This is an optimization exercise on Yosys and OpenROAD, whose aim is small area, a short achievable clock period and few clock cycles, not a production implementation. Only simulation tests tie the RTL to the original design; equivalence was not proved. Power and IR drop assume default switching activity.

==> flow/design.v, too long to show whole: its modules and the start of the top module <==
// module window_sequencer: 73 lines
// module filter_cache: 26 lines
// module tile_mac: 1156 lines
// module mac_fa: 10 lines
// module mac_ha: 9 lines
// module output_writer: 30 lines
// module conv_top: 68 lines
module conv_top (
  input  wire logic                     clock,
  input  wire logic                     rst_n,
  input  wire logic                     go,
  output logic                          finish,
  output logic [conv_pkg::IMAGE_ADDR_W-1:0]       image_address,
  output logic                          image_enable,
  input  wire logic [conv_pkg::DATA_W-1:0]        image_data,
  output logic [conv_pkg::FILTER_ADDR_W-1:0]      filter_address,
  output logic                          filter_enable,
  input  wire logic [conv_pkg::DATA_W-1:0]        filter_data,
  output logic [conv_pkg::OUTPUT_ADDR_W-1:0]      output_address,
  output logic [conv_pkg::DATA_W-1:0]             output_data,
  output logic                          output_write
);
  // ...
==> flow/flow/run.sh <==
#!/bin/bash
# Own layout flow: the standard ORFS flow (its standard synthesis
# included) with the settings in flow/params.sh: a setup-slack target for
# the timing repair, buf_2 port buffers and the clock tree options.
# ORFS writes each tool's log under orfs/logs; standard.log has the rest.
set -uo pipefail
source flow/params.sh
bash standard.sh > standard.log 2>&1
==> flow/flow/params.sh <==
export SETUP_SLACK_MARGIN=7.7
export BUFFER_PORTS_ARGS="-buffer_cell sky130_fd_sc_hd__buf_2"
export CTS_ARGS="-sink_clustering_enable -repair_clock_nets -dont_use_dummy_load -sink_clustering_size 30 -sink_clustering_max_diameter 150"
export SETUP_MOVE_SEQUENCE=sizeup,swap
==> flow/standard.sh <==
#!/bin/bash
# synth_recipe.tcl (not shown) runs the flow's synth.tcl, then flattens the netlist and writes it again
# the make line also repeats each setting of config.mk as NAME=value (left out here)
make -C /OpenROAD-flow-scripts/flow DESIGN_CONFIG=/design/flow/config.mk WORK_HOME=/design/flow/orfs CLKGATE_MAP_FILE= SYNTH_SCRIPT=/design/flow/synth_recipe.tcl "${@:-finish}"
==> flow/config.mk <==
export PLATFORM = sky130hd
export DESIGN_NAME = conv_top
export DESIGN_NICKNAME = conv_top
export VERILOG_FILES = /design/flow/design.v
export SDC_FILE = /design/flow/constraint.sdc
export NUM_CORES = 4
export LEC_CHECK = 0
export CAP_MARGIN = 20
export CORE_MARGIN = 2
export CORE_UTILIZATION = 40
export SLEW_MARGIN = 20
export SYNTH_HIERARCHICAL = 1
==> flow/constraint.sdc <==
create_clock -name core_clock -period 11.0 [get_ports {clock}]
set_input_delay 2.2000 -clock core_clock [delete_from_list [all_inputs] [get_ports {clock}]]
set_output_delay 2.2000 -clock core_clock [all_outputs]
set_load 0.01 [all_outputs]
==> reports/results.txt, run 1 <==
Outcome: complete, no violations
First drt pass iteration count: 6
Vias in the first global route: 8470
Synth area leader: dfxtp_1
Ant diodes: 0
Post CTS Setup Buffer Count: 0
Maximum VDD drop: 118 uV
Post-Route Setup TNS: 0 ns
Dpl cell area: 14500 um2
CTS Root Cell: clkbuf_16
DPL Wire Length: 20.3 mm
Die area: 36400 um2
Routed wire length: 27.7 mm
Plain + repair buffers: 79
Power after layout: 3.97 mW
Area of the multi-input gates: 7850 um2
Max cap viols: 0
Post-CTS sizing: 47
Routed Antenna Nets: 0
Max reg flops: 144
Pleak: 6.02 nW
Commonest non-fill, non-tap cell in the layout: dfxtp_1
Main area contributors after synthesis: dfxtp_1 40%, fa_1 22%, xnor2_1 8.6%
Synth Area in Compound Gates: 0.0920
H-Tree Level Count: 1
Largest class: multi-input combinational cells
First-pass GRT wire length: 45.8 mm
Top Layer Used: met4
Clkbuf count: 13
GRT Overall Usage: 0.159
Crit. End Element: flop
P&R area growth vs syn: 7.81%
CTS Buf Count: 13
CORE AREA: 34500 um2
Synth Register Bits: 280
CP cell instances: buf_12, a22oi_1, xnor2_1, fa_1, fa_1, fa_1, fa_1, fa_1
#MultiIn Comb: 745
Worst path bufs/invs: 1
Synthesized area per cell: 12.2 um2
Final Worst Setup Slack: 7.72 ns
Testbench counts, summed over its fixed seeds: cycles 14,208.
==> inputs of run 2 (changes only) <==
==> flow/flow/params.sh (replaced) <==
export SETUP_SLACK_MARGIN=7.8
export BUFFER_PORTS_ARGS="-buffer_cell sky130_fd_sc_hd__buf_2"
export CTS_ARGS="-sink_clustering_enable -repair_clock_nets -dont_use_dummy_load -sink_clustering_size 30 -sink_clustering_max_diameter 150"
export SETUP_MOVE_SEQUENCE=sizeup,swap
==> run 2 against run 1 <==
Compared with the run above: clock power decreased by 0.8%; cell area rose by 2.2%; worst hold slack better by 0.027 ns; die area did not move; worst setup slack improved by 0.071 ns; highest routed layer is now met5.
==> reports/results.txt, run 2 <==
Port bufs: 68 (unchanged)
R2R Path Start: u_filter_cache.ring[8][5] (was u_filter_cache.ring[8][1])
Chip height: 191 um (unchanged)
Setup CP Type: reg2reg (unchanged)
Avg WL per Cell: 17.5 um (was 17.4 um)
Worst Setup Start Kind: flop (unchanged)
Vias in the first global route: 8413 (was 8470)
Largest net degree at the start of global routing: 33 (unchanged)
Worst hold path class: reg2reg (unchanged)
Hold Vio Cnt, Final: 0 (unchanged)
Fin crit share: 0.292 (was 0.299)
Sequential share of power: 0.352 (was 0.355)
CP max-delay cell: fa_1 (unchanged)
H-Tree Level Count: 1 (unchanged)
Pleak: 6.05 nW (was 6.02 nW)
Initial Util: 0.405 (unchanged)
Layout cells sized above 1: 0.206 (was 0.151)
Max cap viols: 0 (unchanged)
Max-slew headroom: 0.321 (was 0.305)
DR iter-0 viols: 436 (was 494)
Cells after Synth: 1144 (unchanged)
Maximum VDD drop: 144 uV (was 118 uV)
CORE AREA: 34500 um2 (unchanged)
GRT Overall Usage: 0.161 (was 0.159)
DPL Wire Length: 20.4 mm (was 20.3 mm)
Yosys top cell area share: 0.402 (unchanged)
Worst path bufs/invs: 0 (was 1)
Cell family with most CP delay: adder cells (unchanged)
PD cells: 264 nW/um2 (about the same)
I/O pins: 71 (unchanged)
RSZ-0062 raised after global routing: true (unchanged)
Outcome: complete, no violations (unchanged)
Std-Cell Rows: 68 (unchanged)
First-pass GRT wire length: 46.2 mm (was 45.8 mm)
Final setup fails: 0 (unchanged)
Critical Path AT: 3.58 ns (was 3.64 ns)
Most frequent cell on the critical path: fa_1 (unchanged)
CTS Root Cell: clkbuf_16 (unchanged)
Clock skew: 0.0532 ns (was 0.0395 ns)
CP required: 11.36 ns (about the same)
Vias per cell: 4.97 (was 4.99)
Synthesized area per cell: 12.2 um2 (unchanged)
Die area: 36400 um2 (unchanged)
Critical Path Fanout Max: 17 (unchanged)
Combinational power share: 0.524 (was 0.517)
Area of the multi-input gates: 8150 um2 (was 7850 um2)
Biggest register: u_filter_cache.ring (unchanged)
Clk buf depth: 3 (unchanged)
Seq/Total Area, Yosys: 0.402 (unchanged)
Biggest regs: u_filter_cache.ring (144), u_tile_mac.acc_c (32), u_tile_mac.acc_s (32) (unchanged)
Post-synth cell types: 56 (unchanged)
Slew @ Worst Pin: 1.02 ns (was 1.04 ns)
Final Util: 0.446 (was 0.436)
Commonest non-fill, non-tap cell in the layout: dfxtp_1 (unchanged)
FILL cells: 3180 (was 3195)
Syn_nets: 1393 (unchanged)
Crit. End Element: flop (unchanged)
P_int: 2.52 mW (was 2.47 mW)
Post CTS Setup Buffer Count: 0 (unchanged)
Die W: 191 um (unchanged)
Fin crit period: 3.21 ns (was 3.28 ns)
Top post-synthesis cells by count: 280 x dfxtp_1, 155 x fa_1, 137 x xnor2_1 (unchanged)
Dpl cell area: 14500 um2 (unchanged)
Post-Route Setup TNS: 0 ns (unchanged)
R2R setup slack: 7.79 ns (was 7.72 ns)
Main area contributors after synthesis: dfxtp_1 40%, fa_1 22%, xnor2_1 8.6% (unchanged)
Predominant post-synthesis flop cell: dfxtp_1 (unchanged)
DRC: 0 (unchanged)
Routed wire length: 27.9 mm (was 27.7 mm)
Synth warn: 11 (unchanged)
Skew-Pair Late Insertion Delay: 0.50 ns (was 0.49 ns)
Design Area, Final: 15400 um2 (was 15000 um2)
Synth Register Bits: 280 (unchanged)
Global route overflow: 0 (unchanged)
Sw Share: 0.380 (was 0.379)
Fin nets: 1386 (was 1389)
FF/Latch Area: 5770 um2 (was 5730 um2)
TritonCTS Sinks: 280 (unchanged)
CP cell instances: a22oi_2, xnor2_2, fa_2, fa_1, fa_1, fa_1, fa_1 (was buf_12, a22oi_1, xnor2_1, fa_1, fa_1, fa_1, fa_1, fa_1)
Max-slew violations: 0 (unchanged)
P&R area growth vs syn: 10.1% (was 7.81%)
CTS tree: yes (unchanged)
Syn Std Cell Area: 13900 um2 (unchanged)
Fmax: 0.311 GHz (was 0.305 GHz)
Most common cell in the netlist: dfxtp_1 (unchanged)
First drt pass iteration count: 6 (unchanged)
Vias: 7909 (was 7952)
CP Launch Point: u_filter_cache.ring[8][5] (was u_filter_cache.ring[8][1])
Routability cong.: 0.837 (was 0.826)
Initial antenna violation count: 3 (was 0)
Max reg flops: 144 (unchanged)
Clk pwr share: 0.125 (was 0.129)
Max stage delay on crit path: 0.52 ns (was 0.48 ns)
Synth area leader: dfxtp_1 (unchanged)
Asr flop ratio synth: 0 (unchanged)
Sw Pwr: 1.54 mW (was 1.51 mW)
Routed Antenna Nets: 0 (unchanged)
Critical hold path startpoint: u_filter_cache.ring[3][7] (was u_filter_cache.ring[7][8])
CTS Buf Count: 13 (unchanged)
Most frequent cells in the layout: 231 x dfxtp_1, 129 x fa_1, 128 x xnor2_1 (was 244 x dfxtp_1, 151 x fa_1, 135 x xnor2_1)
Post-synth EDFFs: 0 (unchanged)
Clock slew seen by the registers of the worst setup and hold paths: 0.11 ns (about the same)
-- run 2: cell counts after synthesis --
Identical to the previous run, type by type.
-- run 2: per-stage QoR --
stage               power [mW]  hold slack, ns  instances  setup WS, ns
CTS                       4.08           0.312       1590          7.76
global route              4.59           0.316       1591          7.70
floorplan                 2.99           0.310       1144          7.77
global placement          3.47           0.310       1577          7.29
finish                    4.06           0.311       1592          7.79
detailed placement        3.51           0.312       1577          7.26
-- run 2: kinds of logic (layout without fill, tap and decap cells) --
logic type               Yosys count  after routing  share of synthesized area
AO/OA/AOI/OAI                    178            178                     0.0920
multiplexers                      19             19                     0.0190
other                              2              4                   0.000539
flip-flops                       280            280                      0.402
adder cells (fa/ha/maj)          214            214                      0.275
AND/OR/NAND/NOR                  180            180                     0.0762
buffers and inverters            119            110                     0.0393
XOR/XNOR                         152            152                     0.0955
-- run 2: final cells by class --
type | count | area share
diodes | 2 | 0.000326
clock buffers | 13 | 0.0212
inverters | 21 | 0.00513
multi-input cells | 745 | 0.531
flip-flops and latches | 280 | 0.376
well taps | 455 | 0.0371
repair buffers | 76 | 0.0302
-- run 2: metal layers --
metal	global-route usage	routed length, um	up-vias	share of wire
li1	-	-	3740	-
met1	0.231	13200	3944	0.47
met2	0.259	12800	199	0.46
met3	0.0248	1540	24	0.055
met4	0.0298	335	2	0.012
met5	0	13	-	0.00047
-- run 2: repair_timing --
| action | in CTS | in global routing |
|---|---|---|
| setup endpoints to repair | 52 | 34 |
| resized for setup | 108 | 64 |
| pin swaps | 10 | 35 |
| hold buffers | 0 | 0 |
-- run 2: worst paths after layout --
kind | endpoint | cells after the start
max | u_tile_mac.acc_c[19] | 7
min | u_filter_cache.ring[2][7] | 0
max reg2reg | u_tile_mac.acc_c[19] | 7
min reg2reg | u_filter_cache.ring[2][7] | 0
-- run 2: power groups by stage --
stage	Sequential [mW]	Combinational, mW	Clock, mW
after floorplan	1.36	1.63	0
after global placement	1.43	2.03	0
after detailed placement	1.44	2.08	0
after CTS	1.42	2.13	0.531
after global routing	1.45	2.57	0.567
final	1.43	2.12	0.507
-- run 2: modules after synthesis (local to each module, per instance), a selection --
module	area, um2	times used	flip-flops and latches	cells inside
filter_cache	3200	1	146	168
output_writer	320	1	6	34
mac_fa	20.0	143	0	1
tile_mac	6260	1	103	675
window_sequencer	1200	1	25	116
mac_ha	12.5	8	0	1
==> inputs of run 3 (changes only) <==
==> flow/flow/params.sh (replaced) <==
export SETUP_SLACK_MARGIN=7.75
export BUFFER_PORTS_ARGS="-buffer_cell sky130_fd_sc_hd__buf_2"
export CTS_ARGS="-sink_clustering_enable -repair_clock_nets -dont_use_dummy_load -sink_clustering_size 30 -sink_clustering_max_diameter 150"
export SETUP_MOVE_SEQUENCE=sizeup,swap
--- a/flow/config.mk
+++ b/flow/config.mk
@@ -7,6 +7,6 @@
 export LEC_CHECK = 0
 export CAP_MARGIN = 20
 export CORE_MARGIN = 2
-export CORE_UTILIZATION = 40
+export CORE_UTILIZATION = 45
 export SLEW_MARGIN = 20
 export SYNTH_HIERARCHICAL = 1
==> run 3 against run 2 <==
Compared with the run above: still clean; count of clock-buffer cells in the layout stayed put; worst hold slack got worse by 0.031 ns; wire length grew 1.1%; clock skew decreased by 0.0079 ns; first-iteration DRC count up 22%; worst setup slack worse by 0.050 ns; synthesized cell count did not move; largest cell class unchanged; highest routed layer unchanged.
==> reports/results.txt, run 3 <==
Outcome: complete, no violations (unchanged)
Pleak: 6.03 nW (was 6.05 nW)
Critical Path AT: 3.64 ns (was 3.58 ns)
Max reg flops: 144 (unchanged)
Slew @ Worst Pin: 1.05 ns (was 1.02 ns)
Syn Std Cell Area: 13900 um2 (unchanged)
RSZ-0062 raised after global routing: true (unchanged)
CTS tree: yes (unchanged)
Predominant post-synthesis flop cell: dfxtp_1 (unchanged)
Initial antenna violation count: 4 (was 3)
DR iter-0 viols: 533 (was 436)
Commonest non-fill, non-tap cell in the layout: dfxtp_1 (unchanged)
Post-synth cell types: 56 (unchanged)
Max cap viols: 0 (unchanged)
Skew-Pair Late Insertion Delay: 0.50 ns (about the same)
Synthesized area per cell: 12.2 um2 (unchanged)
CTS Hold Bufs: 0 (unchanged)
Most frequent cells in the layout: 234 x dfxtp_1, 143 x fa_1, 133 x xnor2_1 (was 231 x dfxtp_1, 129 x fa_1, 128 x xnor2_1)
Asr flop ratio synth: 0 (unchanged)
Most common cell in the netlist: dfxtp_1 (unchanged)
Final Non-Filler Cells: 1536 (was 1592)
Synth area leader: dfxtp_1 (unchanged)
Initial Util: 0.456 (was 0.405)
Synth warn: 11 (unchanged)
Final setup fails: 0 (unchanged)
Max-slew violations: 0 (unchanged)
DPL Wire Length: 20.2 mm (was 20.4 mm)
Die W: 180 um (was 191 um)
Max-slew headroom: 0.302 (was 0.321)
Die area: 32400 um2 (was 36400 um2)
Post CTS Setup Buffer Count: 0 (unchanged)
Yosys top cell area share: 0.402 (unchanged)
GRT Overall Usage: 0.177 (was 0.161)
Fmax: 0.306 GHz (was 0.311 GHz)
GRT met2 Usage: 0.299 (was 0.259)
Hold slack: 0.280 ns (was 0.311 ns)
First drt pass iteration count: 5 (was 6)
Cells after DPL: 1521 (was 1577)
Worst Setup Start Kind: flop (unchanged)
Hold Crit Depth: 0 (unchanged)
Clock slew seen by the registers of the worst setup and hold paths: 0.12 ns (was 0.11 ns)
DRC: 0 (unchanged)
Dpl cell area: 14400 um2 (was 14500 um2)
Fin crit share: 0.297 (was 0.292)
Top post-synthesis cells by count: 280 x dfxtp_1, 155 x fa_1, 137 x xnor2_1 (unchanged)
GR Util met3: 0.0257 (was 0.0248)
PD cells: 266 nW/um2 (was 264 nW/um2)
Clock skew: 0.0453 ns (was 0.0532 ns)
First-pass GRT wire length: 46.1 mm (was 46.2 mm)
Cells after Synth: 1144 (unchanged)
CP required: 11.38 ns (was 11.36 ns)
Crit. End Element: flop (unchanged)
Setup CP Type: reg2reg (unchanged)
Clk buf depth: 3 (unchanged)
FF-to-FF path depth: 7 (unchanged)
Met1 usage: 0.242 (was 0.231)
I/O pins: 71 (unchanged)
Avg WL per Cell: 18.4 um (was 17.5 um)
Critical Path Fanout Max: 17 (unchanged)
Routability cong.: 0.849 (was 0.837)
Layout cells sized above 1: 0.178 (was 0.206)
Vias per cell: 5.23 (was 4.97)
Port bufs: 68 (unchanged)
Syn_nets: 1393 (unchanged)
Std-Cell Rows: 64 (was 68)
Post-Route Setup TNS: 0 ns (unchanged)
Seq/Total Area, Yosys: 0.402 (unchanged)
TritonCTS Sinks: 280 (unchanged)
P&R area growth vs syn: 8.65% (was 10.1%)
Biggest register: u_filter_cache.ring (unchanged)
Routed wire length: 28.2 mm (was 27.9 mm)
Chip height: 180 um (was 191 um)
Biggest regs: u_filter_cache.ring (144), u_tile_mac.acc_c (32), u_tile_mac.acc_s (32) (unchanged)
Largest net degree at the start of global routing: 33 (unchanged)
Main area contributors after synthesis: dfxtp_1 40%, fa_1 22%, xnor2_1 8.6% (unchanged)
CORE AREA: 30600 um2 (was 34500 um2)
Worst hold path class: reg2reg (unchanged)
Vias in the first global route: 8454 (was 8413)
Maximum VDD drop: 101 uV (was 144 uV)
Global route overflow: 0 (unchanged)
Power after layout: 4.04 mW (was 4.06 mW)
Design Area, Final: 15100 um2 (was 15400 um2)
Fin crit period: 3.26 ns (was 3.21 ns)
Hold Vio Cnt, Final: 0 (unchanged)
Routed Antenna Nets: 0 (unchanged)
Synth Register Bits: 280 (unchanged)
H-Tree Level Count: 1 (unchanged)
Post-synth EDFFs: 0 (unchanged)
Fin nets: 1389 (was 1386)
CTS Root Cell: clkbuf_16 (unchanged)
Most Crowded Layer GR: met2 (unchanged)
CTS Buf Count: 13 (unchanged)
Vias: 8040 (was 7909)
run 3: repair_timing:
action / CTS / global route
gates resized for setup: 73 / 59
endpoints found under the setup margin: 46 / 33
pin swaps: 7 / 16
cloned: 0 / 0
run 3: stage by stage:
stage | utilization | setup slack (ns)
floorplan | - | 7.72
global placement | 0.471 | 7.24
detailed placement | 0.471 | 7.26
CTS | 0.487 | 7.70
global route | 0.495 | 7.65
finish | 0.495 | 7.74
run 3: power by group:
part,total (mW),switching (mW),leakage (nW),internal [mW]
sequential,1.43,0.159,2.37,1.27
clock,0.513,0.299,0.160,0.214
combinational,2.09,1.08,3.50,1.02
total,4.04,1.53,6.03,2.50
run 3: final timing paths:
kind / slack [ns] / startpoint / end
max: 7.74 / u_filter_cache.ring[8][5] / u_tile_mac.acc_c[19]
min: 0.28 / u_filter_cache.ring[2][11] / u_filter_cache.ring[1][11]
max reg2reg: 7.74 / u_filter_cache.ring[8][5] / u_tile_mac.acc_c[19]
min reg2reg: 0.28 / u_filter_cache.ring[2][11] / u_filter_cache.ring[1][11]
run 3: critical path: stages, from the launching register on:
cell and delay, ns:
dfxtp_4 0.53, a22oi_2 0.14, xnor2_1 0.17, fa_2 0.42, fa_1 0.52, fa_1 0.44
fa_1 0.52, fa_1 0.41
run 3: per-module statistics from Yosys (local to each module, per instance), excerpt:
module,flip-flops and latches,cells inside
filter_cache,146,168
mac_ha,0,1
tile_mac,103,675
output_writer,6,34
window_sequencer,25,116
mac_fa,0,1
run 3: final cells by class:
type,count,area (um2)
fill,2762,15400
multi-input combinational,745,8020
sequential,280,5750
tap,396,495
timing repair buffer,79,475
clock buffer,13,325
inverter,21,78.8
antenna,2,5.00
run 3: routing by layer:
metal / vias to the layer above / part of all wire
met3: 32 / 0.052
met4: 2 / 0.018
met2: 203 / 0.49
met5: - / 0.00025
met1: 4055 / 0.44
li1: 3748 / -
run 3: logic make-up (layout without fill, tap and decap cells):
family                     Yosys count  after routing  synth area share
DFF                                280            280             0.402
adders and majority gates          214            214             0.275
and+or+nand+nor                    180            180            0.0762
AOI/OAI and AO/OA                  178            178            0.0920
xor gates and xnor gates           152            152            0.0955
buffers and inverters              119            113            0.0393
muxes                               19             19            0.0190
other                                2              4          0.000539
==> inputs of run 4 (changes only) <==
==> flow/flow/params.sh (replaced) <==
export SETUP_SLACK_MARGIN=7.75
export BUFFER_PORTS_ARGS="-buffer_cell sky130_fd_sc_hd__buf_2"
export CTS_ARGS="-sink_clustering_enable -repair_clock_nets -dont_use_dummy_load -sink_clustering_size 30 -sink_clustering_max_diameter 150"
export SETUP_MOVE_SEQUENCE=sizeup,swap
export PLACE_DENSITY=0.55
--- a/flow/config.mk
+++ b/flow/config.mk
@@ -7,6 +7,6 @@
 export LEC_CHECK = 0
 export CAP_MARGIN = 20
 export CORE_MARGIN = 2
-export CORE_UTILIZATION = 45
+export CORE_UTILIZATION = 40
 export SLEW_MARGIN = 20
 export SYNTH_HIERARCHICAL = 1
==> run 4 against run 3 <==
Compared with the run above: cell area up 0.12%; area after synthesis stayed put; still clean; utilization is 5.5 points lower; first-iteration DRC count down 4.3%; sequential power about the same; register-to-register slack gained 0.02 ns; clock power grew 2%; critical path depth is the same; fmax grew 0.61%; clock skew increased by 0.0049 ns; die area increased by 12%; sequential share of layout area decreased by 0.080 points.
==> reports/results.txt, run 4 <==
Outcome: complete, no violations (unchanged)
TritonCTS Sinks: 280 (unchanged)
Global route overflow: 0 (unchanged)
CTS tree: yes (unchanged)
Crit Reg-Reg Endpoint: u_tile_mac.acc_c[19] (unchanged)
Skew-Pair Late Insertion Delay: 0.51 ns (was 0.50 ns)
Avg WL per Cell: 18.0 um (was 18.4 um)
Yosys top cell area share: 0.402 (unchanged)
Critical hold path startpoint: u_filter_cache.ring[5][14] (was u_filter_cache.ring[2][11])
Initial Util: 0.405 (was 0.456)
Pleak: 6.03 nW (about the same)
Max reg flops: 144 (unchanged)
RSZ-0062 raised after global routing: true (unchanged)
Main area contributors after synthesis: dfxtp_1 40%, fa_1 22%, xnor2_1 8.6% (unchanged)
DR iter-0 viols: 510 (was 533)
Maximum VDD drop: 123 uV (was 101 uV)
Slew @ Worst Pin: 1.05 ns (about the same)
Syn Std Cell Area: 13900 um2 (unchanged)
Dpl cell area: 14500 um2 (was 14400 um2)
P&R area growth vs syn: 8.79% (was 8.65%)
Syn_nets: 1393 (unchanged)
Most common cell in the netlist: dfxtp_1 (unchanged)
CTS Root Cell: clkbuf_16 (unchanged)
PD cells: 264 nW/um2 (was 266 nW/um2)
CTS Buf Count: 13 (unchanged)
Fin crit share: 0.295 (was 0.297)
Most frequent cells in the layout: 240 x dfxtp_1, 135 x fa_1, 130 x xnor2_1 (was 234 x dfxtp_1, 143 x fa_1, 133 x xnor2_1)
Setup CP Type: reg2reg (unchanged)
Predominant post-synthesis flop cell: dfxtp_1 (unchanged)
Max-slew violations: 0 (unchanged)
Post-synth EDFFs: 0 (unchanged)
Synthesized area per cell: 12.2 um2 (unchanged)
Asr flop ratio synth: 0 (unchanged)
Fin crit period: 3.24 ns (was 3.26 ns)
Setup WS pre-CTS: 7.19 ns (was 7.26 ns)
Chip height: 191 um (was 180 um)
Vias: 7865 (was 8040)
First-pass GRT wire length: 47.5 mm (was 46.1 mm)
Area of the multi-input gates: 7970 um2 (was 8020 um2)
Top post-synthesis cells by count: 280 x dfxtp_1, 155 x fa_1, 137 x xnor2_1 (unchanged)
Die area: 36400 um2 (was 32400 um2)
Hold Vio Cnt, Final: 0 (unchanged)
Routed wire length: 28.6 mm (was 28.2 mm)
FILL cells: 3182 (was 2762)
Design Area, Final: 15200 um2 (was 15100 um2)
Fin nets: 1388 (was 1389)
Initial antenna violation count: 2 (was 4)
Cells after DPL: 1579 (was 1521)
Clock skew: 0.0501 ns (was 0.0453 ns)
Final setup fails: 0 (unchanged)
Hold Path End: u_filter_cache.ring[4][14] (was u_filter_cache.ring[1][11])
Biggest register: u_filter_cache.ring (unchanged)
DPL Wire Length: 20.8 mm (was 20.2 mm)
Final Worst Setup Slack: 7.76 ns (was 7.74 ns)
Synth area leader: dfxtp_1 (unchanged)
R2R Path Start: u_tile_mac.d1[1] (was u_filter_cache.ring[8][5])
Vias per cell: 4.94 (was 5.23)
Synth warn: 11 (unchanged)
Layout cells sized above 1: 0.177 (was 0.178)
Max cap viols: 0 (unchanged)
Max-slew headroom: 0.299 (was 0.302)
Final Non-Filler Cells: 1593 (was 1536)
Crit. End Element: flop (unchanged)
CORE AREA: 34500 um2 (was 30600 um2)
Worst Setup Start Kind: flop (unchanged)
Critical Path Fanout Max: 17 (unchanged)
Critical Path AT: 3.61 ns (was 3.64 ns)
Largest net degree at the start of global routing: 33 (unchanged)
FF-to-FF path depth: 7 (unchanged)
Post-synth cell types: 56 (unchanged)
I/O pins: 71 (unchanged)
Post-Route Setup TNS: 0 ns (unchanged)
FF/Latch Area: 5750 um2 (about the same)
Std-Cell Rows: 68 (was 64)
DRC: 0 (unchanged)
Hold Crit Depth: 0 (unchanged)
Cells after Synth: 1144 (unchanged)
CP required: 11.36 ns (was 11.38 ns)
Port bufs: 68 (unchanged)
Die W: 191 um (was 180 um)
Synth Register Bits: 280 (unchanged)
Fmax: 0.308 GHz (was 0.306 GHz)
Vias in the first global route: 8512 (was 8454)
H-Tree Level Count: 1 (unchanged)
Biggest regs: u_filter_cache.ring (144), u_tile_mac.acc_c (32), u_tile_mac.acc_s (32) (unchanged)
Routed Antenna Nets: 0 (unchanged)
GRT Overall Usage: 0.166 (was 0.177)
Clock slew seen by the registers of the worst setup and hold paths: 0.11 ns (was 0.12 ns)
R2R setup slack: 7.76 ns (was 7.74 ns)
Seq/Total Area, Yosys: 0.402 (unchanged)
First drt pass iteration count: 7 (was 5)
Worst hold path class: reg2reg (unchanged)
Clk buf depth: 3 (unchanged)
Commonest non-fill, non-tap cell in the layout: dfxtp_1 (unchanged)
Routability cong.: 0.812 (was 0.849)
==> run 4: cell counts after synthesis <==
Identical to the previous run, type by type.
==> run 4: worst max path at each step <==
stage | startpoint | endpoint | slack (ns)
after floorplan | u_tile_mac.dn[7] | u_tile_mac.acc_c[19] | 7.72
after global placement | u_tile_mac.dn[2] | u_tile_mac.acc_c[19] | 7.23
after detailed placement | u_tile_mac.dn[5] | u_tile_mac.acc_c[19] | 7.19
after CTS | u_sequencer.mac_first | u_tile_mac.acc_c[19] | 7.70
after global routing | u_tile_mac.acc_s[11] | u_tile_mac.result[7] | 7.61
final | u_tile_mac.d1[1] | u_tile_mac.acc_c[19] | 7.76
==> run 4: metrics by stage <==
stage	power [mW]	util	hold slack [ns]
after floorplan	2.98	-	0.310
after global placement	3.46	0.420	0.310
after detailed placement	3.54	0.420	0.312
after CTS	4.10	0.435	0.289
after global routing	4.53	0.440	0.289
final	4.01	0.440	0.287
==> run 4: layer usage <==
layer  part of all wire  routed length, um  vias to the layer above  track usage
met1               0.45              12900                     3914        0.223
met5            0.00045                 13                        -            0
met4              0.020                565                        2       0.0391
met3              0.043               1240                       31       0.0254
met2               0.49              13900                      178        0.283
li1                   -                  -                     3740            -
==> run 4: logic make-up after synthesis <==
family	Yosys count	synth area share
flops	280	0.402
fa+ha+maj	214	0.275
simple gates	180	0.0762
compound gates	178	0.0920
xor+xnor	152	0.0955
buf+inv	119	0.0393
mux	19	0.0190
other cells	2	0.000539
==> run 4: what timing repair did <==
item / 4_1_cts / 5_1_grt
endpoints found under the setup margin: 48 / 31
hold buffers: 0 / 0
pin swaps: 7 / 8
setup buffers: 0 / 0
resized for setup: 84 / 48
==> run 4: worst max-delay path: stages, from the launching register on <==
cell and delay, ns:
dfxtp_4 0.50, o21ai_0 0.15, xor2_1 0.19, fa_2 0.37
fa_1 0.51, fa_1 0.43, fa_1 0.52, fa_1 0.43
==> run 4: final cells by class <==
class	instances	area share
multi-input cells	745	0.525
flip-flops and latches	280	0.379
well taps	455	0.0375
repair buffers	78	0.0316
clock buffers	13	0.0214
inverters	21	0.00520
diodes	1	0.000165
==> run 4: Yosys stat by module, one instance, submodules excluded, a selection <==
| module | cells | times used | flip-flops and latches | cell area (um2) |
|---|---|---|---|---|
| mac_ha | 1 | 8 | 0 | 12.5 |
| output_writer | 34 | 1 | 6 | 320 |
| window_sequencer | 116 | 1 | 25 | 1200 |
| mac_fa | 1 | 143 | 0 | 20.0 |
| filter_cache | 168 | 1 | 146 | 3200 |
| tile_mac | 675 | 1 | 103 | 6260 |
==> run 4: power breakdown <==
group / switching [mW] / internal (mW) / total, mW
clock: 0.307 / 0.214 / 0.522
combinational: 1.07 / 1.00 / 2.07
sequential: 0.150 / 1.27 / 1.42
total: 1.53 / 2.48 / 4.01
==> inputs of run 5 (changes only) <==
==> flow/flow/params.sh (replaced) <==
export SETUP_SLACK_MARGIN=7.75
export BUFFER_PORTS_ARGS="-buffer_cell sky130_fd_sc_hd__buf_2"
export CTS_ARGS="-sink_clustering_enable -repair_clock_nets -dont_use_dummy_load -sink_clustering_size 30 -sink_clustering_max_diameter 150"
export SETUP_MOVE_SEQUENCE=sizeup,swap
--- a/flow/config.mk
+++ b/flow/config.mk
@@ -7,6 +7,6 @@
 export LEC_CHECK = 0
 export CAP_MARGIN = 20
 export CORE_MARGIN = 2
-export CORE_UTILIZATION = 40
+export CORE_UTILIZATION = 55
 export SLEW_MARGIN = 20
 export SYNTH_HIERARCHICAL = 1
==> run 5 against run 4 <==
Compared with the run above: still clean; cell area shrank 0.68%; worst setup slack is essentially flat; synthesized cell count is the same; sequential power is essentially flat; worst hold slack lost 0.011 ns; global-route usage grew 5.2 points; clock skew shrank 0.0070 ns; fmax is essentially flat; via count grew 0.39%; wire length shrank 2.8%; critical endpoint unchanged.
==> reports/results.txt, run 5 <==
Cells after Synth: 1144 (unchanged)
Max cap viols: 0 (unchanged)
Skew-Pair Late Insertion Delay: 0.49 ns (was 0.51 ns)
First drt pass iteration count: 6 (was 7)
Most common cell in the netlist: dfxtp_1 (unchanged)
Avg WL per Cell: 18.9 um (was 18.0 um)
CTS tree: yes (unchanged)
Cell family with most CP delay: adder cells (unchanged)
Initial antenna violation count: 1 (was 2)
CP max-delay cell: fa_1 (unchanged)
FILL cells: 2079 (was 3182)
Global route overflow: 0 (unchanged)
Critical Path AT: 3.61 ns (about the same)
Predominant post-synthesis flop cell: dfxtp_1 (unchanged)
Synth area leader: dfxtp_1 (unchanged)
Chip height: 163 um (was 191 um)
CTS Hold Bufs: 0 (unchanged)
Crit. End Element: flop (unchanged)
Pleak: 6.02 nW (was 6.03 nW)
Post-Route Setup TNS: 0 ns (unchanged)
Seq/Total Area, Yosys: 0.402 (unchanged)
Routability cong.: 0.841 (was 0.812)
Mux contribution to synthesized area: 0.0190 (unchanged)
Clock slew seen by the registers of the worst setup and hold paths: 0.12 ns (was 0.11 ns)
Synthesized area per cell: 12.2 um2 (unchanged)
Die W: 163 um (was 191 um)
I/O pins: 71 (unchanged)
Fin nets: 1388 (unchanged)
Clock skew: 0.0431 ns (was 0.0501 ns)
Cells after DPL: 1454 (was 1579)
CTS Root Cell: clkbuf_16 (unchanged)
CTS Buf Count: 13 (unchanged)
Syn Std Cell Area: 13900 um2 (unchanged)
Biggest regs: u_filter_cache.ring (144), u_tile_mac.acc_c (32), u_tile_mac.acc_s (32) (unchanged)
Port bufs: 68 (unchanged)
Vias per cell: 5.38 (was 4.94)
Post-synth EDFFs: 0 (unchanged)
Most frequent cells in the layout: 237 x dfxtp_1, 139 x fa_1, 134 x xnor2_1 (was 240 x dfxtp_1, 135 x fa_1, 130 x xnor2_1)
Maximum VDD drop: 260 uV (was 123 uV)
Setup WS pre-CTS: 7.22 ns (was 7.19 ns)
Critical Path Fanout Max: 17 (unchanged)
Worst hold path class: reg2reg (unchanged)
FF/Latch Area: 5740 um2 (was 5750 um2)
Most frequent cell on the critical path: fa_1 (unchanged)
Fin crit period: 3.24 ns (about the same)
XOR/XNOR Fraction of Synth Area: 0.0955 (unchanged)
Final Non-Filler Cells: 1469 (was 1593)
Setup CP Type: reg2reg (unchanged)
Fmax: 0.308 GHz (about the same)
Simple-gate share of the synthesized area: 0.0762 (unchanged)
Largest family of logic cells by synthesized area: adder cells (unchanged)
Worst path bufs/invs: 0 (unchanged)
Max-slew headroom: 0.292 (was 0.299)
Outcome: complete, no violations (unchanged)
Layout cells sized above 1: 0.180 (was 0.177)
Routed Antenna Nets: 0 (unchanged)
Synth Area in Adders: 0.275 (unchanged)
Largest net degree at the start of global routing: 31 (was 33)
H-Tree Level Count: 1 (unchanged)
CORE AREA: 25000 um2 (was 34500 um2)
Vias: 7896 (was 7865)
First-pass GRT wire length: 45.5 mm (was 47.5 mm)
Post CTS Setup Buffer Count: 0 (unchanged)
CP cell instances: a22oi_1, xnor2_1, fa_2, fa_1, fa_1, fa_1, fa_1 (was o21ai_0, xor2_1, fa_2, fa_1, fa_1, fa_1, fa_1)
Slew @ Worst Pin: 1.06 ns (was 1.05 ns)
Asr flop ratio synth: 0 (unchanged)
Hold Vio Cnt, Final: 0 (unchanged)
Main area contributors after synthesis: dfxtp_1 40%, fa_1 22%, xnor2_1 8.6% (unchanged)
Die area: 26600 um2 (was 36400 um2)
Clk buf depth: 3 (unchanged)
Biggest register: u_filter_cache.ring (unchanged)
GRT Overall Usage: 0.219 (was 0.166)
DPL Wire Length: 20.2 mm (was 20.8 mm)
Syn_nets: 1393 (unchanged)
Commonest non-fill, non-tap cell in the layout: dfxtp_1 (unchanged)
Yosys top cell area share: 0.402 (unchanged)
Synth Area in Compound Gates: 0.0920 (unchanged)
Max stage delay on crit path: 0.56 ns (was 0.52 ns)
Final Worst Setup Slack: 7.76 ns (about the same)
Initial Util: 0.557 (was 0.405)
Vias in the first global route: 8240 (was 8512)
DRC: 0 (unchanged)
Max reg flops: 144 (unchanged)
DR iter-0 viols: 558 (was 510)
Hold slack: 0.276 ns (was 0.287 ns)
Max-slew violations: 0 (unchanged)
Synth Register Bits: 280 (unchanged)
Synth warn: 11 (unchanged)
Post-synth cell types: 56 (unchanged)
Final setup fails: 0 (unchanged)
Top post-synthesis cells by count: 280 x dfxtp_1, 155 x fa_1, 137 x xnor2_1 (unchanged)
P&R area growth vs syn: 8.05% (was 8.79%)
RSZ-0062 raised after global routing: true (unchanged)
Routed wire length: 27.8 mm (was 28.6 mm)
PD cells: 272 nW/um2 (was 264 nW/um2)
Worst Setup Start Kind: flop (unchanged)
Area of the multi-input gates: 8050 um2 (was 7970 um2)
Power after layout: 4.09 mW (was 4.01 mW)
TritonCTS Sinks: 280 (unchanged)
CP required: 11.37 ns (was 11.36 ns)
Std-Cell Rows: 58 (was 68)
Fin crit share: 0.295 (about the same)
==> run 5: layout make-up <==
| cell class | instances | share of cell area |
|---|---|---|
| tap | 330 | 0.0274 |
| sequential | 280 | 0.381 |
| antenna | 2 | 0.000332 |
| inverter | 21 | 0.00523 |
| clock buffer | 13 | 0.0216 |
| multi-input combinational | 745 | 0.534 |
| timing repair buffer | 78 | 0.0300 |
==> run 5: report_power, final <==
| part | switching [mW] | internal (mW) | total, mW |
|---|---|---|---|
| Sequential | 0.163 | 1.27 | 1.43 |
| Clock | 0.295 | 0.214 | 0.509 |
| Combinational | 1.11 | 1.04 | 2.15 |
==> run 5: through the flow <==
step / area [um2] / utilization
after floorplan: 14100 / -
after CTS: 14800 / 0.591
after global placement: 14300 / 0.571
after detailed placement: 14300 / 0.571
after global routing: 15100 / 0.602
final: 15100 / 0.602
==> run 5: kinds of logic (layout without fill, tap and decap cells) <==
kind of cell	after synthesis	after routing
fa+ha+maj	214	214
xor+xnor	152	152
flops	280	280
simple gates	180	180
compound gates	178	178
mux	19	19
buf+inv	119	112
other cells	2	4
==> run 5: path summary, 6_finish.rpt <==
kind                                                 start                    endpoint  slack, ns  cells past startpoint
worst max-delay path             u_filter_cache.ring[8][3]        u_tile_mac.acc_c[19]       7.76                      7
worst min-delay path            u_filter_cache.ring[3][14]  u_filter_cache.ring[2][14]       0.28                      0
worst min register to register  u_filter_cache.ring[3][14]  u_filter_cache.ring[2][14]       0.28                      0
worst max register to register   u_filter_cache.ring[8][3]        u_tile_mac.acc_c[19]       7.76                      7
==> run 5: routing by layer <==
layer  vias up  GRT usage  share of wire
li1       3744          -              -
met1      3960      0.310           0.45
met2       165      0.362           0.48
met3        27     0.0272          0.052
met4         0     0.0495          0.019
met5         -          0              0
==> run 5: repair_timing <==
item / 4_1_cts / 5_1_grt
pin swaps: 7 / 18
resized for setup: 74 / 60
endpoints found under the hold margin: 0 / 0
setup endpoints to repair: 42 / 31
==> run 5: per-module statistics from Yosys, one instance, submodules excluded, excerpt <==
module / area, um2 / cells / copies in the design
output_writer: 320 / 34 / 1
tile_mac: 6260 / 675 / 1
window_sequencer: 1200 / 116 / 1
mac_fa: 20.0 / 1 / 143
filter_cache: 3200 / 168 / 1
mac_ha: 12.5 / 1 / 8
==> inputs of run 6 (changes only) <==
--- a/flow/config.mk
+++ b/flow/config.mk
@@ -7,6 +7,6 @@
 export LEC_CHECK = 0
 export CAP_MARGIN = 20
 export CORE_MARGIN = 2
-export CORE_UTILIZATION = 55
+export CORE_UTILIZATION = 65
 export SLEW_MARGIN = 20
 export SYNTH_HIERARCHICAL = 1
==> run 6 against run 5 <==
Compared with the run above: still clean on timing, DRC and antenna; clock power shrank 1%; synthesized cell count did not move; global-route usage is 2.9 points higher; wire length fell by 3.4%; power fell by 3.2%; combinational power shrank 5%; register-to-register slack improved by 0.02 ns; final cell count down 3.9%; utilization rose by 10 points.
==> reports/results.txt, run 6 <==
GRT Overall Usage: 0.247 (was 0.219)
Final Worst Setup Slack: 7.78 ns (was 7.76 ns)
PD cells: 267 nW/um2 (was 272 nW/um2)
I/O pins: 71 (unchanged)
Yosys top cell area share: 0.402 (unchanged)
Synth area leader: dfxtp_1 (unchanged)
TritonCTS Sinks: 280 (unchanged)
Clk pwr share: 0.127 (was 0.124)
RSZ-0062 raised after global routing: true (unchanged)
Layout cells sized above 1: 0.160 (was 0.180)
Max reg flops: 144 (unchanged)
FILL cells: 1566 (was 2079)
Die area: 22600 um2 (was 26600 um2)
Critical Path Fanout Max: 17 (unchanged)
Std-Cell Rows: 53 (was 58)
Clock skew: 0.0487 ns (was 0.0431 ns)
Post-synth EDFFs: 0 (unchanged)
Synthesized area per cell: 12.2 um2 (unchanged)
Clock slew seen by the registers of the worst setup and hold paths: 0.11 ns (was 0.12 ns)
CTS Root Cell: clkbuf_16 (unchanged)
Routed Antenna Nets: 0 (unchanged)
Port bufs: 68 (unchanged)
Seq/Total Area, Yosys: 0.402 (unchanged)
Initial Util: 0.663 (was 0.557)
Fin crit period: 3.22 ns (was 3.24 ns)
Met1 usage: 0.340 (was 0.310)
P_int: 2.46 mW (was 2.53 mW)
Outcome: complete, no violations (unchanged)
Maximum VDD drop: 228 uV (was 260 uV)
Sw Share: 0.379 (was 0.383)
H-Tree Level Count: 1 (unchanged)
Sequential share of power: 0.359 (was 0.350)
Asr flop ratio synth: 0 (unchanged)
R2R Path Start: u_filter_cache.ring[8][5] (was u_filter_cache.ring[8][3])
Initial antenna violation count: 1 (unchanged)
Hold Path End: u_filter_cache.ring[5][15] (was u_filter_cache.ring[2][14])
Fin nets: 1387 (was 1388)
Most common cell in the netlist: dfxtp_1 (unchanged)
CTS Buf Count: 13 (unchanged)
Skew-Pair Late Insertion Delay: 0.49 ns (about the same)
Synth warn: 11 (unchanged)
Fin crit share: 0.293 (was 0.295)
Chip height: 150 um (was 163 um)
Max cap viols: 0 (unchanged)
CP Launch Point: u_filter_cache.ring[8][5] (was u_filter_cache.ring[8][3])
Max-slew headroom: 0.306 (was 0.292)
Final Util: 0.705 (was 0.602)
Biggest regs: u_filter_cache.ring (144), u_tile_mac.acc_c (32), u_tile_mac.acc_s (32) (unchanged)
GR Util met3: 0.0412 (was 0.0272)
Critical Path AT: 3.59 ns (was 3.61 ns)
Cells after Synth: 1144 (unchanged)
Post-synth cell types: 56 (unchanged)
Hold Crit Depth: 0 (unchanged)
R2R setup slack: 7.78 ns (was 7.76 ns)
Post CTS Setup Buffer Count: 0 (unchanged)
First-pass GRT wire length: 43.2 mm (was 45.5 mm)
Routed wire length: 26.9 mm (was 27.8 mm)
Slew @ Worst Pin: 1.04 ns (was 1.06 ns)
Crit. End Element: flop (unchanged)
DRC: 0 (unchanged)
Most Crowded Layer GR: met2 (unchanged)
Max-slew violations: 0 (unchanged)
Top post-synthesis cells by count: 280 x dfxtp_1, 155 x fa_1, 137 x xnor2_1 (unchanged)
Avg WL per Cell: 19.0 um (was 18.9 um)
Vias per cell: 5.61 (was 5.38)
Final setup fails: 0 (unchanged)
Clk buf depth: 3 (unchanged)
Critical hold path startpoint: u_filter_cache.ring[6][15] (was u_filter_cache.ring[3][14])
CORE AREA: 21000 um2 (was 25000 um2)
Vias in the first global route: 8138 (was 8240)
First drt pass iteration count: 5 (was 6)
Die W: 150 um (was 163 um)
Syn_nets: 1393 (unchanged)
Global route overflow: 0 (unchanged)
Post-Route Setup TNS: 0 ns (unchanged)
Crit Reg-Reg Endpoint: u_tile_mac.acc_c[19] (unchanged)
CP required: 11.36 ns (was 11.37 ns)
Hold Vio Cnt, Final: 0 (unchanged)
Combinational power share: 0.514 (was 0.526)
Pleak: 6.00 nW (was 6.02 nW)
Setup CP Type: reg2reg (unchanged)
Most frequent cells in the layout: 240 x dfxtp_1, 146 x fa_1, 134 x xnor2_1 (was 237 x dfxtp_1, 139 x fa_1, 134 x xnor2_1)
CTS Hold Bufs: 0 (unchanged)
Fmax: 0.310 GHz (was 0.308 GHz)
FF-to-FF path depth: 7 (unchanged)
Worst Setup Start Kind: flop (unchanged)
Sw Pwr: 1.50 mW (was 1.57 mW)
DR iter-0 viols: 480 (was 558)
Largest net degree at the start of global routing: 31 (unchanged)
Commonest non-fill, non-tap cell in the layout: dfxtp_1 (unchanged)
Worst hold path class: reg2reg (unchanged)
Synth Register Bits: 280 (unchanged)
Main area contributors after synthesis: dfxtp_1 40%, fa_1 22%, xnor2_1 8.6% (unchanged)
P&R area growth vs syn: 6.25% (was 8.05%)
Syn Std Cell Area: 13900 um2 (unchanged)
Routability cong.: 0.883 (was 0.841)
Setup WS pre-CTS: 7.29 ns (was 7.22 ns)
Predominant post-synthesis flop cell: dfxtp_1 (unchanged)
GRT met2 Usage: 0.408 (was 0.362)
CTS tree: yes (unchanged)
Biggest register: u_filter_cache.ring (unchanged)
DPL Wire Length: 19.5 mm (was 20.2 mm)
Vias: 7925 (was 7896)
run 6: cell counts after synthesis:
Identical to the previous run, type by type.
run 6: final cells by class:
type,instances,area [um2],area share
inverters,21,78.8,0.00532
repair buffers,77,432,0.0291
clock buffers,13,325,0.0220
well taps,275,344,0.0232
flip-flops and latches,280,5750,0.388
multi-input cells,745,7880,0.532
diodes,1,2.50,0.000169
run 6: Yosys stat by module (local to each module, per instance), a selection:
module	area, um2	flip-flops and latches	cells	copies in the design
mac_fa	20.0	0	1	143
mac_ha	12.5	0	1	8
output_writer	320	6	34	1
window_sequencer	1200	25	116	1
filter_cache	3200	146	168	1
tile_mac	6260	103	675	1
run 6: timing repair:
item	4_1_cts	5_1_grt
resized for setup	71	32
cloned	0	0
pin swaps	0	8
setup endpoints to repair	43	32
run 6: power groups by stage:
stage                     combinational [mW]  sequential [mW]  clock, mW
after floorplan                         1.62             1.36          0
after global placement                  1.96             1.44          0
after detailed placement                2.05             1.44          0
after CTS                               2.08             1.42      0.523
after global routing                    2.40             1.45      0.557
final                                   2.04             1.42      0.503
run 6: stage by stage:
step / cell area [um2] / power, mW / hold slack (ns) / cells
detailed placement: 14200 / 3.49 / 0.312 / 1398
floorplan: 14100 / 2.98 / 0.310 / 1144
global placement: 14200 / 3.40 / 0.310 / 1398
finish: 14800 / 3.96 / 0.287 / 1412
global route: 14800 / 4.40 / 0.283 / 1411
CTS: 14700 / 4.02 / 0.288 / 1411
run 6: worst max-delay path by stage:
stage,to,slack [ns]
2_1_floorplan,u_tile_mac.acc_c[19],7.72
3_3_place_gp,u_tile_mac.acc_c[19],7.33
3_5_place_dp,u_tile_mac.acc_c[19],7.29
4_1_cts,u_tile_mac.acc_c[19],7.69
5_1_grt,u_tile_mac.result[1],7.60
6_report,u_tile_mac.acc_c[19],7.78
run 6: cell families (layout without fill, tap and decap cells):
group                      after synthesis  count (layout)  synth area share
other                                    2               3          0.000539
buffers and inverters                  119             111            0.0393
xor gates and xnor gates               152             152            0.0955
muxes                                   19              19            0.0190
AOI/OAI and AO/OA                      178             178            0.0920
DFF                                    280             280             0.402
adders and majority gates              214             214             0.275
and+or+nand+nor                        180             180            0.0762
run 6: layer usage:
| layer | wire length [um] | share of wire |
|---|---|---|
| met1 | 11600 | 0.43 |
| met2 | 13100 | 0.49 |
| met3 | 1360 | 0.051 |
| met4 | 834 | 0.031 |
| met5 | 0 | 0 |
run 6: worst max-delay path: stages, from the launching register on:
cell     delay, ns
dfxtp_4       0.50
a22oi_2       0.13
xnor2_1       0.16
fa_1          0.45
fa_1          0.50
fa_1          0.43
fa_1          0.52
fa_1          0.41
==> inputs of run 7 (changes only) <==
--- a/flow/config.mk
+++ b/flow/config.mk
@@ -7,6 +7,6 @@
 export LEC_CHECK = 0
 export CAP_MARGIN = 20
 export CORE_MARGIN = 2
-export CORE_UTILIZATION = 65
+export CORE_UTILIZATION = 70
 export SLEW_MARGIN = 20
 export SYNTH_HIERARCHICAL = 1
==> run 7 against run 6 <==
Compared with the run above: global-route usage increased by 1.0 points; wire length decreased by 1.3%; sequential cell count unchanged; synthesized cell count unchanged; final cell count decreased by 0.85%; worst hold slack improved by 0.040 ns; worst setup slack improved by 0.0065 ns; non-clock buffer count decreased by 2; combinational power increased by 3%; power increased by 1.9%.
==> reports/results.txt, run 7 <==
Critical path depth: 7 (unchanged)
Worst hold path class: reg2reg (unchanged)
Routed wire length: 26.5 mm (was 26.9 mm)
CTS Hold Bufs: 0 (unchanged)
I/O pins: 71 (unchanged)
Main area contributors after synthesis: dfxtp_1 40%, fa_1 22%, xnor2_1 8.6% (unchanged)
Post-Route Setup TNS: 0 ns (unchanged)
Post-synth cell types: 56 (unchanged)
Most common cell in the netlist: dfxtp_1 (unchanged)
CTS tree: yes (unchanged)
Most Crowded Layer GR: met2 (unchanged)
Critical Path Fanout Max: 16 (was 17)
Max stage delay on crit path: 0.54 ns (was 0.52 ns)
Vias in the first global route: 8346 (was 8138)
Largest net degree at the start of global routing: 33 (was 31)
CP cell instances: a22oi_2, xnor2_1, fa_2, fa_1, fa_1, fa_1, fa_1 (was a22oi_2, xnor2_1, fa_1, fa_1, fa_1, fa_1, fa_1)
Post-synth EDFFs: 0 (unchanged)
Vias: 7974 (was 7925)
Design Area, Final: 14900 um2 (was 14800 um2)
Die W: 145 um (was 150 um)
Std-Cell Rows: 51 (was 53)
Crit. End Element: flop (unchanged)
Met1 usage: 0.355 (was 0.340)
Worst Setup Start Kind: flop (unchanged)
Setup CP Type: reg2reg (unchanged)
TritonCTS Sinks: 280 (unchanged)
Global route overflow: 0 (unchanged)
Clk buf depth: 3 (unchanged)
Predominant post-synthesis flop cell: dfxtp_1 (unchanged)
FF-to-FF path depth: 7 (unchanged)
Power after layout: 4.03 mW (was 3.96 mW)
Slew @ Worst Pin: 0.943 ns (was 1.04 ns)
Syn Std Cell Area: 13900 um2 (unchanged)
Dpl cell area: 14200 um2 (about the same)
Fin crit share: 0.292 (was 0.293)
P&R area growth vs syn: 6.51% (was 6.25%)
Outcome: complete, no violations (unchanged)
Initial antenna violation count: 1 (unchanged)
First-pass GRT wire length: 43.5 mm (was 43.2 mm)
DR iter-0 viols: 660 (was 480)
Most frequent cell on the critical path: fa_1 (unchanged)
Commonest non-fill, non-tap cell in the layout: dfxtp_1 (unchanged)
Pleak: 6.01 nW (was 6.00 nW)
Max cap viols: 0 (unchanged)
First drt pass iteration count: 6 (was 5)
Clock slew seen by the registers of the worst setup and hold paths: 0.11 ns (about the same)
Skew-Pair Late Insertion Delay: 0.49 ns (about the same)
Seq/Total Area, Yosys: 0.402 (unchanged)
Fmax: 0.311 GHz (was 0.310 GHz)
Die area: 21100 um2 (was 22600 um2)
R2R setup slack: 7.78 ns (about the same)
Top post-synthesis cells by count: 280 x dfxtp_1, 155 x fa_1, 137 x xnor2_1 (unchanged)
CP max-delay cell: fa_1 (unchanged)
GRT met2 Usage: 0.432 (was 0.408)
Biggest regs: u_filter_cache.ring (144), u_tile_mac.acc_c (32), u_tile_mac.acc_s (32) (unchanged)
DRC: 0 (unchanged)
Synthesized area per cell: 12.2 um2 (unchanged)
CORE AREA: 19500 um2 (was 21000 um2)
Final setup fails: 0 (unchanged)
Hold Vio Cnt, Final: 0 (unchanged)
Port bufs: 68 (unchanged)
Worst path bufs/invs: 0 (unchanged)
Vias per cell: 5.70 (was 5.61)
Syn_nets: 1393 (unchanged)
Most frequent cells in the layout: 239 x dfxtp_1, 146 x fa_1, 133 x xnor2_1 (was 240 x dfxtp_1, 146 x fa_1, 134 x xnor2_1)
Max-slew headroom: 0.370 (was 0.306)
Initial Util: 0.714 (was 0.663)
Biggest register: u_filter_cache.ring (unchanged)
DPL Wire Length: 19.3 mm (was 19.5 mm)
Final Worst Setup Slack: 7.78 ns (about the same)
PD cells: 272 nW/um2 (was 267 nW/um2)
Layout cells sized above 1: 0.162 (was 0.160)
Yosys top cell area share: 0.402 (unchanged)
Maximum VDD drop: 251 uV (was 228 uV)
Fin crit period: 3.22 ns (about the same)
Chip height: 145 um (was 150 um)
Synth Register Bits: 280 (unchanged)
GR Util met3: 0.0396 (was 0.0412)
H-Tree Level Count: 1 (unchanged)
CTS Buf Count: 13 (unchanged)
Cell family with most CP delay: adder cells (unchanged)
Hold Crit Depth: 0 (unchanged)
Synth area leader: dfxtp_1 (unchanged)
Max reg flops: 144 (unchanged)
Synth warn: 11 (unchanged)
Asr flop ratio synth: 0 (unchanged)
Fin nets: 1385 (was 1387)
CP required: 11.38 ns (was 11.36 ns)
RSZ-0062 raised after global routing: true (unchanged)
Routed Antenna Nets: 0 (unchanged)
Final Util: 0.761 (was 0.705)
Critical Path AT: 3.59 ns (about the same)
GRT Overall Usage: 0.258 (was 0.247)
Post CTS Setup Buffer Count: 0 (unchanged)
CTS Root Cell: clkbuf_16 (unchanged)
Cells after Synth: 1144 (unchanged)
Clock skew: 0.0449 ns (was 0.0487 ns)
Routability cong.: 0.903 (was 0.883)
Max-slew violations: 0 (unchanged)
Setup WS pre-CTS: 7.25 ns (was 7.29 ns)
Avg WL per Cell: 19.0 um (about the same)
[run 7: final cells by class]
cell class	count	area [um2]
fill	1321	4680
sequential	280	5750
timing repair buffer	75	417
antenna	1	2.50
inverter	21	78.8
multi-input combinational	745	7940
tap	265	332
clock buffer	13	325
[run 7: power breakdown]
part,internal (mW),switching (mW)
combinational,1.02,1.09
clock,0.214,0.288
sequential,1.27,0.158
total,2.50,1.54
[run 7: cell families (layout without fill, tap and decap cells)]
| kind of cell | after synthesis | in the layout | synth area share |
|---|---|---|---|
| compound gates | 178 | 178 | 0.0920 |
| flops | 280 | 280 | 0.402 |
| other cells | 2 | 3 | 0.000539 |
| mux | 19 | 19 | 0.0190 |
| fa+ha+maj | 214 | 214 | 0.275 |
| xor+xnor | 152 | 152 | 0.0955 |
| simple gates | 180 | 180 | 0.0762 |
| buf+inv | 119 | 109 | 0.0393 |
[run 7: timing repair]
item | 4_1_cts | 5_1_grt
gates cloned | 0 | 0
resized for setup | 63 | 53
pin swaps | 1 | 20
endpoints found under the setup margin | 44 | 27
[run 7: path summary, 6_finish.rpt]
check                                   end                      start
setup / recovery       u_tile_mac.acc_c[19]           u_tile_mac.d2[6]
hold / removal    u_filter_cache.ring[4][6]  u_filter_cache.ring[5][6]
setup reg to reg       u_tile_mac.acc_c[19]           u_tile_mac.d2[6]
hold reg to reg   u_filter_cache.ring[4][6]  u_filter_cache.ring[5][6]
[run 7: routing by layer]
layer	share of wire	routed length (um)
met5	0	0
met3	0.054	1430
met2	0.49	12900
met4	0.025	669
met1	0.43	11500
[run 7: per-module statistics from Yosys, one instance, submodules excluded, excerpt]
module,cell area (um2),copies in the design,flip-flops and latches
filter_cache,3200,1,146
window_sequencer,1200,1,25
mac_fa,20.0,143,0
output_writer,320,1,6
tile_mac,6260,1,103
mac_ha,12.5,8,0
[run 7: stage by stage]
stage | hold slack [ns] | cells
floorplan | 0.310 | 1144
global placement | 0.310 | 1386
detailed placement | 0.312 | 1386
CTS | 0.326 | 1399
global route | 0.327 | 1399
finish | 0.326 | 1400
==> inputs of run 8 (changes only) <==
--- a/flow/config.mk
+++ b/flow/config.mk
@@ -7,6 +7,6 @@
 export LEC_CHECK = 0
 export CAP_MARGIN = 20
 export CORE_MARGIN = 2
-export CORE_UTILIZATION = 70
+export CORE_UTILIZATION = 40
 export SLEW_MARGIN = 20
 export SYNTH_HIERARCHICAL = 1
==> run 8 against run 7 <==
Compared with the run above: combinational power fell by 4%; fmax fell by 0.39%; cell area rose by 1.7%; highest routed layer is now met5.
==> reports/results.txt, run 8 <==
Predominant post-synthesis flop cell: dfxtp_1 (unchanged)
CTS Root Cell: clkbuf_16 (unchanged)
Skew-Pair Late Insertion Delay: 0.50 ns (was 0.49 ns)
Commonest non-fill, non-tap cell in the layout: dfxtp_1 (unchanged)
Die W: 191 um (was 145 um)
Synth Register Bits: 280 (unchanged)
Pleak: 6.02 nW (was 6.01 nW)
Slew @ Worst Pin: 1.03 ns (was 0.943 ns)
Crit Reg-Reg Endpoint: u_tile_mac.acc_c[19] (unchanged)
TritonCTS Sinks: 280 (unchanged)
Worst Setup Start Kind: flop (unchanged)
Setup WS pre-CTS: 7.21 ns (was 7.25 ns)
Max-slew headroom: 0.312 (was 0.370)
Post-synth cell types: 56 (unchanged)
Final setup fails: 0 (unchanged)
Maximum VDD drop: 110 uV (was 251 uV)
Std-Cell Rows: 68 (was 51)
Crit. End Element: flop (unchanged)
R2R Path Start: u_filter_cache.ring[8][1] (was u_tile_mac.d2[6])
Crit path to: u_tile_mac.acc_c[19] (unchanged)
GRT Overall Usage: 0.162 (was 0.258)
Top post-synthesis cells by count: 280 x dfxtp_1, 155 x fa_1, 137 x xnor2_1 (unchanged)
Setup CP Type: reg2reg (unchanged)
Syn Std Cell Area: 13900 um2 (unchanged)
Routability cong.: 0.859 (was 0.903)
Fin crit period: 3.23 ns (was 3.22 ns)
H-Tree Level Count: 1 (unchanged)
Synth area leader: dfxtp_1 (unchanged)
Most common cell in the netlist: dfxtp_1 (unchanged)
Vias per cell: 5.01 (was 5.70)
Biggest regs: u_filter_cache.ring (144), u_tile_mac.acc_c (32), u_tile_mac.acc_s (32) (unchanged)
Outcome: complete, no violations (unchanged)
Clock skew: 0.0478 ns (was 0.0449 ns)
Biggest register: u_filter_cache.ring (unchanged)
Seq/Total Area, Yosys: 0.402 (unchanged)
PD cells: 263 nW/um2 (was 272 nW/um2)
Vias in the first global route: 8419 (was 8346)
Port bufs: 68 (unchanged)
Cells after Synth: 1144 (unchanged)
Vias: 7975 (was 7974)
R2R setup slack: 7.77 ns (was 7.78 ns)
CP required: 11.39 ns (was 11.38 ns)
Clock slew seen by the registers of the worst setup and hold paths: 0.12 ns (was 0.11 ns)
Ant diodes: 0 (was 1)
Main area contributors after synthesis: dfxtp_1 40%, fa_1 22%, xnor2_1 8.6% (unchanged)
Routed wire length: 28.3 mm (was 26.5 mm)
CTS tree: yes (unchanged)
Initial Util: 0.405 (was 0.714)
Fmax: 0.310 GHz (was 0.311 GHz)
First drt pass iteration count: 5 (was 6)
Fin nets: 1387 (was 1385)
Global route overflow: 0 (unchanged)
Max reg flops: 144 (unchanged)
Worst hold path class: reg2reg (unchanged)
FF-to-FF path depth: 8 (was 7)
Final Worst Setup Slack: 7.77 ns (was 7.78 ns)
Post-Route Setup TNS: 0 ns (unchanged)
P&R area growth vs syn: 8.26% (was 6.51%)
CTS Buf Count: 13 (unchanged)
Most frequent cells in the layout: 241 x dfxtp_1, 143 x fa_1, 132 x xnor2_1 (was 239 x dfxtp_1, 146 x fa_1, 133 x xnor2_1)
Die area: 36400 um2 (was 21100 um2)
Largest net degree at the start of global routing: 34 (was 33)
DPL Wire Length: 20.5 mm (was 19.3 mm)
Yosys top cell area share: 0.402 (unchanged)
Fin crit share: 0.294 (was 0.292)
Routed Antenna Nets: 0 (unchanged)
Initial antenna violation count: 1 (unchanged)
Layout cells sized above 1: 0.165 (was 0.162)
I/O pins: 71 (unchanged)
First-pass GRT wire length: 46.3 mm (was 43.5 mm)
RSZ-0062 raised after global routing: true (unchanged)
Clk buf depth: 3 (unchanged)
Asr flop ratio synth: 0 (unchanged)
Chip height: 191 um (was 145 um)
Max-slew violations: 0 (unchanged)
Max cap viols: 0 (unchanged)
Avg WL per Cell: 17.8 um (was 19.0 um)
Critical Path AT: 3.62 ns (was 3.59 ns)
Syn_nets: 1393 (unchanged)
DRC: 0 (unchanged)
Critical Path Fanout Max: 17 (was 16)
Synth warn: 11 (unchanged)
Synthesized area per cell: 12.2 um2 (unchanged)
Hold Vio Cnt, Final: 0 (unchanged)
CORE AREA: 34500 um2 (was 19500 um2)
DR iter-0 viols: 456 (was 660)
CP Launch Point: u_filter_cache.ring[8][1] (was u_tile_mac.d2[6])
Post CTS Setup Buffer Count: 0 (unchanged)
Post-synth EDFFs: 0 (unchanged)
## run 8: cell counts after synthesis
Identical to the previous run, type by type.
## run 8: cell families after synthesis
kind of cell	after synthesis	synth area share
flops	280	0.402
fa+ha+maj	214	0.275
simple gates	180	0.0762
compound gates	178	0.0920
xor+xnor	152	0.0955
buf+inv	119	0.0393
mux	19	0.0190
other cells	2	0.000539
## run 8: how the worst min path moves through the flow
stage	cells past startpoint	endpoint	slack (ns)	from
4_1_cts	0	u_filter_cache.ring[0][11]	0.29	u_filter_cache.ring[1][11]
3_3_place_gp	0	u_filter_cache.ring[2][9]	0.31	u_filter_cache.ring[3][9]
5_1_grt	0	u_filter_cache.ring[0][11]	0.29	u_filter_cache.ring[1][11]
6_report	0	u_filter_cache.ring[0][11]	0.29	u_filter_cache.ring[1][11]
2_1_floorplan	0	u_filter_cache.ring[0][0]	0.31	u_filter_cache.ring[1][0]
3_5_place_dp	0	u_filter_cache.ring[0][7]	0.31	u_filter_cache.ring[1][7]
## run 8: per-layer routing
metal / part of all wire / GRT usage / wire, um
met2: 0.47 / 0.268 / 13300
met4: 0.026 / 0.0462 / 746
met3: 0.037 / 0.0212 / 1050
met5: 0.00046 / 0 / 13
met1: 0.46 / 0.222 / 13100
## run 8: critical path, cell delays in order (launching register included)
cell	delay, ns
dfxtp_1	0.34
buf_12	0.16
a22oi_1	0.22
xnor2_1	0.14
fa_1	0.48
fa_1	0.46
fa_1	0.50
fa_1	0.39
fa_1	0.42
## run 8: what timing repair did
item | 4_1_cts | 5_1_grt
gates resized for setup | 77 | 39
hold buffers | 0 | 0
endpoints found under the setup margin | 45 | 30
pin swaps | 5 | 16
## run 8: layout make-up
cell class	instances	area, um2
fillers	3188	19400
clock buffers	13	325
inverters	21	78.8
multi-input cells	745	7910
flip-flops and latches	280	5750
well taps	455	569
repair buffers	77	467
## run 8: modules after synthesis, one instance, submodules excluded, a selection
module            copies in the design  area, um2
filter_cache                         1       3200
mac_fa                             143       20.0
mac_ha                               8       12.5
output_writer                        1        320
tile_mac                             1       6260
window_sequencer                     1       1200
## run 8: report_power, final
group	switching [mW]	leakage (nW)	internal [mW]
Combinational	1.05	3.50	0.982
Sequential	0.148	2.36	1.27
Clock	0.303	0.160	0.214
Total	1.50	6.02	2.46
## run 8: through the flow
| stage | total power, mW | instance area [um2] | util | cells | hold slack (ns) |
|---|---|---|---|---|---|
| after global placement | 3.43 | 14500 | 0.419 | 1578 | 0.310 |
| after floorplan | 2.98 | 14100 | - | 1144 | 0.310 |
| after detailed placement | 3.51 | 14500 | 0.419 | 1578 | 0.312 |
| after global routing | 4.45 | 15100 | 0.438 | 1591 | 0.286 |
| after CTS | 4.06 | 14900 | 0.434 | 1591 | 0.286 |
| final | 3.97 | 15100 | 0.438 | 1591 | 0.286 |

-- separate check: timing with driven ports --
In the flow no input, the clock included, has a driving cell. The finished layouts below were timed again as built, in two steps. Step 1 sets driving cells, clkbuf_16 on the clock port and buf_2 on the other inputs (assumed; they add their load-dependent delay and slew). Step 2 moves the port delays by t, midway between the first and last clock arrival at a register: inputs arrive t later, outputs are due t later. That takes back most of the time a late clock gives input paths. Slacks: ideal / step 1 / step 2; pairs: ideal / step 1.
run | t, ns | slack for setup (ns) | hold WS [ns] | worst setup path after step 2 | worst slew at a driven data input, ns
run 1 | 0.522 | 7.716 / 7.716 / 7.716 | 0.284 / 0.284 / 0.284 | register to register | 0.05
run 2 | 0.525 | 7.787 / 7.774 / 7.787 | 0.311 / 0.311 / 0.311 | register to register | 0.05
run 3 | 0.533 | 7.737 / 7.737 / 7.737 | 0.280 / 0.280 / 0.280 | register to register | 0.06
run 4 | 0.541 | 7.757 / 7.744 / 7.757 | 0.287 / 0.287 / 0.287 | register to register | 0.06
run 5 | 0.516 | 7.757 / 7.755 / 7.757 | 0.276 / 0.276 / 0.276 | register to register | 0.06
run 6 | 0.520 | 7.776 / 7.759 / 7.776 | 0.287 / 0.287 / 0.287 | register to register | 0.06
run 7 | 0.512 | 7.783 / 7.749 / 7.783 | 0.326 / 0.326 / 0.326 | register to register | 0.06
run 8 | 0.530 | 7.770 / 7.744 / 7.770 | 0.286 / 0.286 / 0.286 | register to register | 0.07
After both steps every run listed still meets setup and hold.
